Background: an optimization exercise with open tools, aiming at small area, a short achievable clock period and few clock cycles. Do not read the settings as production practice.
Only simulation tests tie the RTL to the original design; equivalence was not proved.
Power figures rest on the tool's default switching activity, not on a simulated workload.

==> 11-28: inputs <==
// alu_muldiv
module alu_muldiv #(
  parameter int unsigned LEN = 32
) (
  input  logic            clk,
  input  logic            rst_n,
  input  logic            flush,
  input  logic            req_valid,
  output logic            req_ready,
  input  logic [alu_pkg::OP_W-1:0] alu_ctrl,
  input  logic [LEN-1:0]  aluop1,
  input  logic [LEN-1:0]  aluop2,
  output logic            resp_valid,
  output logic [LEN-1:0]  aluout,
  output logic            zero
);
  localparam int unsigned SHAMT_W = $clog2(LEN);
  localparam int unsigned K       = 12;            
  localparam int unsigned ND      = K / 2;         
  localparam int unsigned NSTEP   = 3;
  localparam int unsigned W       = LEN + 17;      
  localparam int unsigned DW      = LEN;           
  localparam int unsigned CW      = SHAMT_W + 1;
  logic                     v_q;         
  logic [alu_pkg::OP_W-1:0] op_q;
  logic [LEN-1:0]           a_q, b_q;    
  logic                     sub_q;
  logic                     mag_ok;      
  logic                     busy_q;      
  logic m_f1, m_f2, m_dit, m_post;    
  logic m_mul;
  logic [CW-1:0]            cnt;
  logic                     mo_div, mo_rem, mo_lo;
  logic [W-1:0]             acc_s, acc_c;
  logic [LEN-1:0]           pq;          
  logic [5:0]               e_one, e_two, e_neg;   
  logic [1:0]               cout_q;      
  logic                     nlast_q;     
  logic                     bsg_q;       
  logic                     q_neg, r_neg;
  logic                     h_v, h_z;
  logic [LEN-1:0]           h_val;
  logic accept_c;
  assign accept_c = req_valid & ~busy_q & ~flush;
  logic mext_q, div_q, mul_q;
  assign mext_q = op_q[4:3] == 2'b10;
  assign div_q  = mext_q & op_q[2];
  assign mul_q  = mext_q & ~op_q[2];
  logic in_sub_c, in_sll_c, in_mul_c, in_div_c;
  logic [LEN-1:0] in_a_c;
  always_comb begin
    in_sub_c = (alu_ctrl == 5'b00001) || (alu_ctrl == 5'b00101) || (alu_ctrl == 5'b00110);
    in_sll_c = alu_ctrl == 5'b00111;
    in_mul_c = alu_ctrl[4:2] == 3'b100;
  ...
==> flow/config.mk <==
export PLATFORM = sky130hd
export DESIGN_NAME = alu_muldiv
export DESIGN_NICKNAME = alu_muldiv
export VERILOG_FILES = /design/flow/design.v
export SDC_FILE = /design/flow/constraint.sdc
export NUM_CORES = 4
export LEC_CHECK = 0
export CAP_MARGIN = 20
export CORE_MARGIN = 2
export CORE_UTILIZATION = 40
export SLEW_MARGIN = 20
==> flow/constraint.sdc <==
create_clock -name core_clock -period 12.0 [get_ports {clk}]
set_input_delay 2.4000 -clock core_clock [delete_from_list [all_inputs] [get_ports {clk}]]
set_output_delay 2.4000 -clock core_clock [all_outputs]
set_load 0.01 [all_outputs]
standard.sh (not shown) runs the stock make flow with config.mk's settings and CLKGATE_MAP_FILE= SYNTH_SCRIPT=/design/flow/synth_recipe.tcl, a recipe that flattens the netlist after the stock synthesis.
==> flow/flow/run.sh <==
#!/bin/bash
# Own flow: the standard layout (standard.sh: unchanged synthesis, floorplan, placement, CTS,
# routing), with the same SDC and clock period, but with timing repair asked to leave a larger
# setup margin so that the resizer keeps working on paths shorter than the clock period.
# ORFS writes each step's full log under orfs/logs/; make's own output goes to standard.log.
set -euo pipefail
export SETUP_SLACK_MARGIN=7
bash standard.sh > standard.log 2>&1
==> 10-08: changes against 11-28 <==
--- a/flow/design.v
+++ b/flow/design.v
@@ -89,52 +89,68 @@
   logic [alu_pkg::OP_W-1:0] op_q;
   logic [LEN-1:0]           a_q, b_q;    
   logic                     sub_q;
   logic                     mag_ok;      
   logic                     busy_q;      
   logic m_f1, m_f2, m_dit, m_post;    
   logic m_mul;
   logic [CW-1:0]            cnt;
-  logic                     mo_div, mo_rem, mo_lo;
+  logic                     mo_div, mo_rem, mo_lo, mo_e0, mo_e1;
+  logic                     e0_q, e1_q;  
   logic [W-1:0]             acc_s, acc_c;
   logic [LEN-1:0]           pq;          
   logic [5:0]               e_one, e_two, e_neg;   
   logic [1:0]               cout_q;      
   logic                     nlast_q;     
+  logic                     asg_q;       
   logic                     bsg_q;       
   logic                     q_neg, r_neg;
-  logic                     h_v, h_z;
-  logic [LEN-1:0]           h_val;
+  logic                     h_v;
+  logic                     res_v;
+  logic [LEN-1:0]           res;
   logic accept_c;
   assign accept_c = req_valid & ~busy_q & ~flush;
   logic mext_q, div_q, mul_q;
   assign mext_q = op_q[4:3] == 2'b10;
   assign div_q  = mext_q & op_q[2];
   assign mul_q  = mext_q & ~op_q[2];
-  logic in_sub_c, in_sll_c, in_mul_c, in_div_c;
+  logic in_sub_c, in_sll_c, in_mul_c, in_div_c, in_bsg_c, in_e0_c, in_e1_c;
+  logic in_sa_c, in_sb_c, e0a_c, e1a_c, e0b_c, e1b_c, in_swap_c;
+  logic [LEN-1:0] in_mb_c;
   logic [LEN-1:0] in_a_c;
   always_comb begin
     in_sub_c = (alu_ctrl == 5'b00001) || (alu_ctrl == 5'b00101) || (alu_ctrl == 5'b00110);
     in_sll_c = alu_ctrl == 5'b00111;
     in_mul_c = alu_ctrl[4:2] == 3'b100;
     in_div_c = alu_ctrl[4:2] == 3'b101;
-    for (int i = 0; i < LEN; i++) in_a_c[i] = in_sll_c ? aluop1[LEN-1-i] : aluop1[i];
+    in_sa_c  = alu_ctrl[1:0] != 2'b11;
+    in_sb_c  = ~alu_ctrl[1];
+    e0a_c = &{in_sa_c & aluop1[LEN-1], aluop1[LEN-1:K-1]} | ~|{in_sa_c & aluop1[LEN-1], aluop1[LEN-1:K-1]};
+    e1a_c = &{in_sa_c & aluop1[LEN-1], aluop1[LEN-1:2*K-1]} | ~|{in_sa_c & aluop1[LEN-1], aluop1[LEN-1:2*K-1]};
+    e0b_c = &{in_sb_c & aluop2[LEN-1], aluop2[LEN-1:K-1]} | ~|{in_sb_c & aluop2[LEN-1], aluop2[LEN-1:K-1]};
+    e1b_c = &{in_sb_c & aluop2[LEN-1], aluop2[LEN-1:2*K-1]} | ~|{in_sb_c & aluop2[LEN-1], aluop2[LEN-1:2*K-1]};
+    in_swap_c = in_mul_c & ((e0a_c & ~e0b_c) | (e1a_c & ~e1b_c));
+    in_mb_c   = in_swap_c ? aluop1 : aluop2;
+    in_bsg_c  = in_swap_c ? (in_sa_c & aluop1[LEN-1]) : (in_sb_c & aluop2[LEN-1]);
+    in_e0_c   = in_swap_c ? e0a_c : e0b_c;
+    in_e1_c   = in_swap_c ? e1a_c : e1b_c;
+    for (int i = 0; i < LEN; i++) in_a_c[i] = in_sll_c ? aluop1[LEN-1-i] : in_swap_c ? aluop2[i] : aluop1[i];
   end
   logic m_free, ex, mag_cyc, ex_base, ex_mul, ex_div, mlast, dlast;
   always_comb begin
     m_mul   = m_f1 | m_f2;
     m_free  = ~m_mul & ~m_dit;
     ex      = v_q & m_free & (~div_q | mag_ok);
     mag_cyc = v_q & m_free & div_q & ~mag_ok;
     ex_base = ex & ~mext_q;
     ex_mul  = ex & mul_q;
     ex_div  = ex & div_q;
-    mlast   = m_f2;
-    dlast   = m_dit & (cnt == '0);
+    mlast   = (ex_mul & e0_q) | (m_f1 & e1_q) | m_f2;
+    dlast   = m_dit & (cnt[CW-1:1] == '0);
   end
   logic [LEN+1:0]  sum_c;
   logic            lt_c, ltu_c, b31_c;
   logic [LEN-1:0]  sh_out_c, sll_c;
   logic [LEN-1:0]  base_c;
   always_comb begin
     sum_c = {1'b0, a_q, 1'b1} + {1'b0, b_q, sub_q};
     b31_c = b_q[LEN-1] ^ sub_q;
@@ -178,21 +194,21 @@
   logic [K-1:0]      nb_c;
   logic [17:0]       in_enc_c, nx_enc_c;
   logic [W-1:0]      row_c [ND];
   logic [ND-1:0]     neg_c;
   logic [W-1:0]      sin_c, cin_c;
   logic [W-1:0]      sa1, ca1, sa2, ca2, sb1, cb1, sb2, cb2, sc1, cc1, s4, c4;
   logic [K+1:0]      chunk_c;
   always_comb begin
-    in_enc_c = booth_enc(aluop2[K-1:0], 1'b0);
+    in_enc_c = in_swap_c ? booth_enc(aluop1[K-1:0], 1'b0) : booth_enc(aluop2[K-1:0], 1'b0);
     nb_c = b_q[2*K-1:K];
     if (m_f1) nb_c[K-1:LEN-2*K] = {(3*K-LEN){bsg_q}};
     nx_enc_c = booth_enc(nb_c, b_q[K-1]);
-    ma_c  = {{2{(op_q[1:0] != 2'b11) & a_q[LEN-1]}}, a_q};
+    ma_c  = {{2{asg_q & a_q[LEN-1]}}, a_q};
     sin_c = m_mul ? W'($signed(acc_s) >>> K) : '0;
     cin_c = m_mul ? W'($signed(acc_c) >>> K) : '0;
     for (int j = 0; j < ND; j++) begin
       logic [LEN+1:0] m;
       m = ({(LEN+2){e_one[j]}} & ma_c) | ({(LEN+2){e_two[j]}} & {ma_c[LEN:0], 1'b0});
       m = m ^ {(LEN+2){e_neg[j]}};
       neg_c[j] = e_neg[j];
       row_c[j] = W'({{(W-LEN-2){m[LEN+1]}}, m} << (2*j));
@@ -212,147 +228,172 @@
     c4  = csa_c(sc1, cc1, cb2);
     chunk_c = (K+2)'(acc_s[K-1:0]) + (K+2)'(acc_c[K-1:0]) + (K+2)'({nlast_q, 10'b0}) + (K+2)'(cout_q);
   end
   logic               mg_sgn_c;
   logic [LEN-1:0]     mg_a_c, mg_b_c, amag_c, bmag_c;
   logic [CW-1:0]      lza_c, lzb_c;
   logic [CW+1:0]      dsh_c;
   logic               bz_c, dfast_c;
-  logic [DW:0]        diff_c;
+  logic [DW+1:0]      xa_c, xb_c, xc_c, xs_c, xk_c;
+  logic [DW+2:0]      xt_c;
+  logic [1:0]         qd_c;
+  logic [DW-1:0]      rn_c;
   always_comb begin
     mg_sgn_c  = mag_cyc ? ~op_q[0] : ~alu_ctrl[0];
     mg_a_c    = mag_cyc ? a_q : aluop1;
     mg_b_c    = mag_cyc ? b_q : aluop2;
     amag_c    = (mg_sgn_c & mg_a_c[LEN-1]) ? -mg_a_c : mg_a_c;
     bmag_c    = (mg_sgn_c & mg_b_c[LEN-1]) ? -mg_b_c : mg_b_c;
     bz_c      = lzb_c[CW-1];
     dsh_c     = {1'b0, lzb_c, 1'b1} + {1'b1, ~lza_c, 1'b1};    
     dfast_c   = bz_c | dsh_c[CW+1];
-    diff_c    = {1'b0, acc_s[DW-1:0]} - {1'b0, acc_c[DW-1:0]};
+    xa_c      = {2'b0, acc_s[DW-1:0]} - {3'b0, acc_c[DW-1:1]};
+    xb_c      = {2'b0, acc_s[DW-1:0]} - {2'b0, acc_c[DW-1:0]};
+    xs_c      = {2'b0, acc_s[DW-1:0]} ^ ~{2'b0, acc_c[DW-1:0]} ^ ~{3'b0, acc_c[DW-1:1]};
+    xk_c      = (({2'b0, acc_s[DW-1:0]} & ~{2'b0, acc_c[DW-1:0]}) |
+                 ({2'b0, acc_s[DW-1:0]} & ~{3'b0, acc_c[DW-1:1]}) |
+                 (~{2'b0, acc_c[DW-1:0]} & ~{3'b0, acc_c[DW-1:1]})) << 1;
+    xt_c      = {xs_c, 1'b1} + {xk_c[DW+1:1], 1'b1, 1'b1};
+    xc_c      = xt_c[DW+2:1];
+    if (cnt == '0) begin
+      qd_c = {1'b0, ~xb_c[DW+1]};
+      rn_c = xb_c[DW+1] ? acc_s[DW-1:0] : xb_c[DW-1:0];
+    end else if (!xc_c[DW+1]) begin
+      qd_c = 2'b11;
+      rn_c = xc_c[DW-1:0];
+    end else if (!xb_c[DW+1]) begin
+      qd_c = 2'b10;
+      rn_c = xb_c[DW-1:0];
+    end else if (!xa_c[DW+1]) begin
+      qd_c = 2'b01;
+      rn_c = xa_c[DW-1:0];
+    end else begin
+      qd_c = 2'b00;
+      rn_c = acc_s[DW-1:0];
+    end
   end
   div_unit #(.LEN(LEN)) u_lza (.x(acc_s[LEN-1:0]), .lz(lza_c));
   div_unit #(.LEN(LEN)) u_lzb (.x(acc_c[LEN-1:0]), .lz(lzb_c));
   logic [LEN-1:0] dx_c, post_c;
   logic [W-1:0]   tot_c, ext_c;
   always_comb begin
     ext_c = '0;
     ext_c[10]  = nlast_q;
     ext_c[1:0] = cout_q;
     tot_c  = acc_s + acc_c + ext_c;
     dx_c   = mo_rem ? acc_s[LEN-1:0] : pq;
     if (mo_div) post_c = (mo_rem ? r_neg : q_neg) ? -dx_c : dx_c;
-    else if (!mo_lo) post_c = tot_c[LEN+7:8];
-    else post_c = {tot_c[7:0], pq[LEN-1:8]};
+    else if (mo_e0) post_c = mo_lo ? tot_c[LEN-1:0] : {{(2*LEN-W){tot_c[W-1]}}, tot_c[W-1:LEN]};
+    else if (mo_e1) post_c = mo_lo ? {tot_c[LEN-K-1:0], pq[LEN-1:LEN-K]} : {{(2*LEN+K-W){tot_c[W-1]}}, tot_c[W-1:LEN-K]};
+    else post_c = mo_lo ? {tot_c[7:0], pq[LEN-1:8]} : tot_c[LEN+7:8];
   end
   logic           r1_c, r2_c;
   logic [LEN-1:0] r2val_c, out_c;
-  logic           out_z_c;
   always_comb begin
     r1_c    = m_post;
     r2_c    = ex_base | (ex_div & dfast_c);
     r2val_c = mext_q ? (op_q[1] ? a_q : {LEN{bz_c}}) : base_c;
-    if (h_v) begin
-      out_c   = h_val;
-      out_z_c = h_z;
-    end else if (r1_c) begin
-      out_c   = post_c;
-      out_z_c = post_c == '0;
-    end else begin
-      out_c   = r2val_c;
-      out_z_c = r2val_c == '0;
-    end
+    out_c = h_v ? pq : r1_c ? post_c : r2val_c;
   end
-  logic v_n, mag_ok_n, m_mul_n, m_dit_n, m_free_n, mul_n, div_n, ex_n, hold_n, acc_busy_n;
+  logic v_n, mag_ok_n, m_mul_n, m_dit_n, m_free_n, mul_n, div_n, ex_n, hold_n, acc_busy_n, e0_n;
   logic [CW-1:0] cnt_n;
   always_comb begin
     v_n      = accept_c | (v_q & ~ex);
     mul_n    = accept_c ? in_mul_c : mul_q;
     div_n    = accept_c ? in_div_c : div_q;
-    m_mul_n  = ex_mul | m_f1;
+    e0_n     = accept_c ? in_e0_c : e0_q;
+    m_mul_n  = (ex_mul & ~e0_q) | (m_f1 & ~e1_q);
     m_dit_n  = (ex_div & ~dfast_c) | (m_dit & ~dlast);
     acc_busy_n = m_mul_n | m_dit_n | mlast | dlast;
     mag_ok_n = accept_c ? ~acc_busy_n : (mag_ok | mag_cyc);
     m_free_n = ~m_mul_n & ~m_dit_n;
     ex_n     = v_n & m_free_n & (~div_n | mag_ok_n);
-    hold_n   = ex_mul | (ex_n & mul_n);
+    hold_n   = (ex_mul & ~e0_q & ~e1_q) | (ex_n & mul_n & ~e0_n);
   end
   always_ff @(posedge clk or negedge rst_n) begin
     if (!rst_n) begin
       m_f1       <= 1'b0;
       m_f2       <= 1'b0;
       m_dit      <= 1'b0;
       m_post     <= 1'b0;
       req_ready  <= 1'b1;
       busy_q     <= 1'b0;
       resp_valid <= 1'b0;
+      res_v      <= 1'b0;
       v_q        <= 1'b0;
       mag_ok     <= 1'b0;
       h_v        <= 1'b0;
       cnt        <= '0;
     end else begin
-      resp_valid <= (h_v | r1_c | r2_c) & ~flush;
+      res_v      <= (h_v | r1_c | r2_c) & ~flush;
+      resp_valid <= res_v & ~flush;
       h_v        <= ((h_v & r2_c) | (r1_c & r2_c)) & ~flush;
       if (flush) begin
         m_f1      <= 1'b0;
         m_f2      <= 1'b0;
         m_dit     <= 1'b0;
         m_post    <= 1'b0;
         v_q       <= 1'b0;
         mag_ok    <= 1'b0;
         req_ready <= 1'b1;
         busy_q    <= 1'b0;
       end else begin
         v_q       <= v_n;
         mag_ok    <= mag_ok_n;
-        m_f1      <= ex_mul;
-        m_f2      <= m_f1;
+        m_f1      <= ex_mul & ~e0_q;
+        m_f2      <= m_f1 & ~e1_q;
         m_dit     <= m_dit_n;
         m_post    <= mlast | dlast;
         req_ready <= ~hold_n & ~(v_n & ~ex_n);
         busy_q    <= hold_n | (v_n & ~ex_n);
         if (ex_div) cnt <= dsh_c[CW:1];
-        else if (m_dit) cnt <= cnt - CW'(1);
+        else if (m_dit) cnt <= cnt - CW'(2);
       end
     end
   end
   always_ff @(posedge clk) begin
     if (!busy_q) begin
       op_q  <= alu_ctrl;
       a_q   <= in_a_c;
-      b_q   <= in_sub_c ? ~aluop2 : aluop2;
+      b_q   <= in_sub_c ? ~aluop2 : in_mb_c;
       sub_q <= in_sub_c;
-      bsg_q <= (alu_ctrl[1:0] == 2'b01) & aluop2[LEN-1];
+      bsg_q <= in_bsg_c;
+      asg_q <= in_swap_c ? in_sb_c : in_sa_c;
+      e0_q  <= in_e0_c;
+      e1_q  <= in_e1_c;
       {e_neg, e_two, e_one} <= in_enc_c;
     end else if (ex_mul || m_mul) begin
       b_q   <= {{K{1'b0}}, b_q[LEN-1:K]};
       {e_neg, e_two, e_one} <= nx_enc_c;
     end
-    aluout <= out_c;
-    zero   <= out_z_c;
-    h_val  <= r2val_c;
-    h_z    <= r2val_c == '0;
+    res    <= out_c;
+    aluout <= res;
+    zero   <= res == '0;
     if (ex && mext_q) begin
       mo_div <= div_q;
       mo_rem <= op_q[1];
       mo_lo  <= op_q[1:0] == 2'b00;
+      mo_e0  <= e0_q;
+      mo_e1  <= e1_q;
     end
     if (ex_mul || m_mul) begin
       acc_s   <= s4;
       acc_c   <= c4;
       pq      <= {chunk_c[K-1:0], pq[LEN-1:K]};
       nlast_q <= neg_c[ND-1];
       cout_q  <= m_mul ? chunk_c[K+1:K] : 2'b00;
     end else if (ex_div && !dfast_c) begin
       acc_c <= W'(acc_c[DW-1:0] << dsh_c[CW:1]);
       pq    <= '0;
     end else if (m_dit) begin
-      if (!diff_c[DW]) acc_s <= W'(diff_c[DW-1:0]);
-      acc_c <= W'(acc_c[DW-1:0] >> 1);
-      pq    <= {pq[LEN-2:0], ~diff_c[DW]};
+      acc_s <= W'(rn_c);
+      acc_c <= W'(acc_c[DW-1:0] >> 2);
+      pq    <= (cnt == '0) ? {pq[LEN-2:0], qd_c[0]} : {pq[LEN-3:0], qd_c};
     end else if (mag_cyc || (accept_c && !acc_busy_n)) begin
       acc_s <= W'(amag_c);
       acc_c <= W'(bmag_c);
       q_neg <= mg_sgn_c & (mg_a_c[LEN-1] ^ mg_b_c[LEN-1]);
       r_neg <= mg_sgn_c & mg_a_c[LEN-1];
     end
+    if (r2_c && (r1_c || h_v)) pq <= r2val_c;
   end
 endmodule
==> flow/flow/run.sh (replaced) <==
#!/bin/bash
# Own flow: the standard layout (standard.sh: unchanged synthesis, floorplan, placement, CTS,
# routing) with the same SDC and clock period. Two settings differ from the defaults:
#  - timing repair is asked to leave a larger setup margin, so the resizer keeps working on paths
#    shorter than the clock period;
#  - every input and output port still gets its own buffer, but a plain buf_4 rather than the
#    delay-style buffer the resizer picks by default.
# ORFS writes each step's full log under orfs/logs/; make's own output goes to standard.log.
set -euo pipefail
export SETUP_SLACK_MARGIN=7
export BUFFER_PORTS_ARGS="-buffer_cell sky130_fd_sc_hd__buf_4"
bash standard.sh > standard.log 2>&1
==> results.txt <==
quantity                                                     11-28            10-08
Signal inverters                                               417              455
Design area                                           45,700 sq um     54,700 sq um
Core area                                            100,000 sq um    120,000 sq um
Comb power frac                                              0.724            0.814
Final-layout non-clock buffer area share                    0.0613           0.0644
Worst EP required                                         12.43 ns         12.48 ns
Final routed wire length divided by cell count        36.6 microns     34.9 microns
HPWL after detailed placement                      176,000 microns  201,000 microns
Largest net degree at the start of global routing               79               70
Seq. pwr                                                   1480 uW          1680 uW
Power dissipated in combinational cells                    7470 uW        13,600 uW
Worst reg2reg path startpoint                               a_q[1]        acc_c[17]
Total met2 wirelength after detailed routing        90,200 microns  110,000 microns
Row count                                                      116              127
Largest fanout of any net on the critical path                  19                6
Number of cells on the critical path                            12               15
Hold path startpoint                                     h_val[15]          res[10]
Area of all sequential standard cells                   8440 sq um       8600 sq um
Netlist area before placement                         40,600 sq um     48,500 sq um
Post-CTS resize count                                           56              104
Total of clock buffers placed in the layout                     50               52
Run status                                timing/DRC/antenna clean  timing/DRC/antenna clean
Testbench counts of 11-28, summed over its fixed seeds: cycles 38,386.
Testbench counts of 10-08, summed over its fixed seeds: cycles 25,980.

-- what the ideal ports hide --
The flow's constraints put no driver on any port. The routed layouts listed below were extracted and timed again, unchanged, in two steps.
Step 1 sets driving cells, clkbuf_16 on the clock port and buf_2 on the other inputs (assumed; they add their load-dependent delay and slew).
Step 2 also shifts input and output timing later by t, the mid clock arrival at the registers, as if the neighbouring blocks saw the same clock.
a / b / c = no drivers / after step 1 / after step 2; a / b = the first two.
| run | shift t [ns] | setup WS [ns] | cell pins on the clock port's net |
|---|---|---|---|
| 11-28 | 0.675 | 6.948 / 6.948 / 6.281 | 1 |
| 10-08 | 0.728 | 6.897 / 6.897 / 6.395 | 1 |
After both steps setup and hold are still met in every run listed. The setup slack of 11-28, which loses most, moves by 0.000 ns with the drivers and by -0.667 ns with both steps.
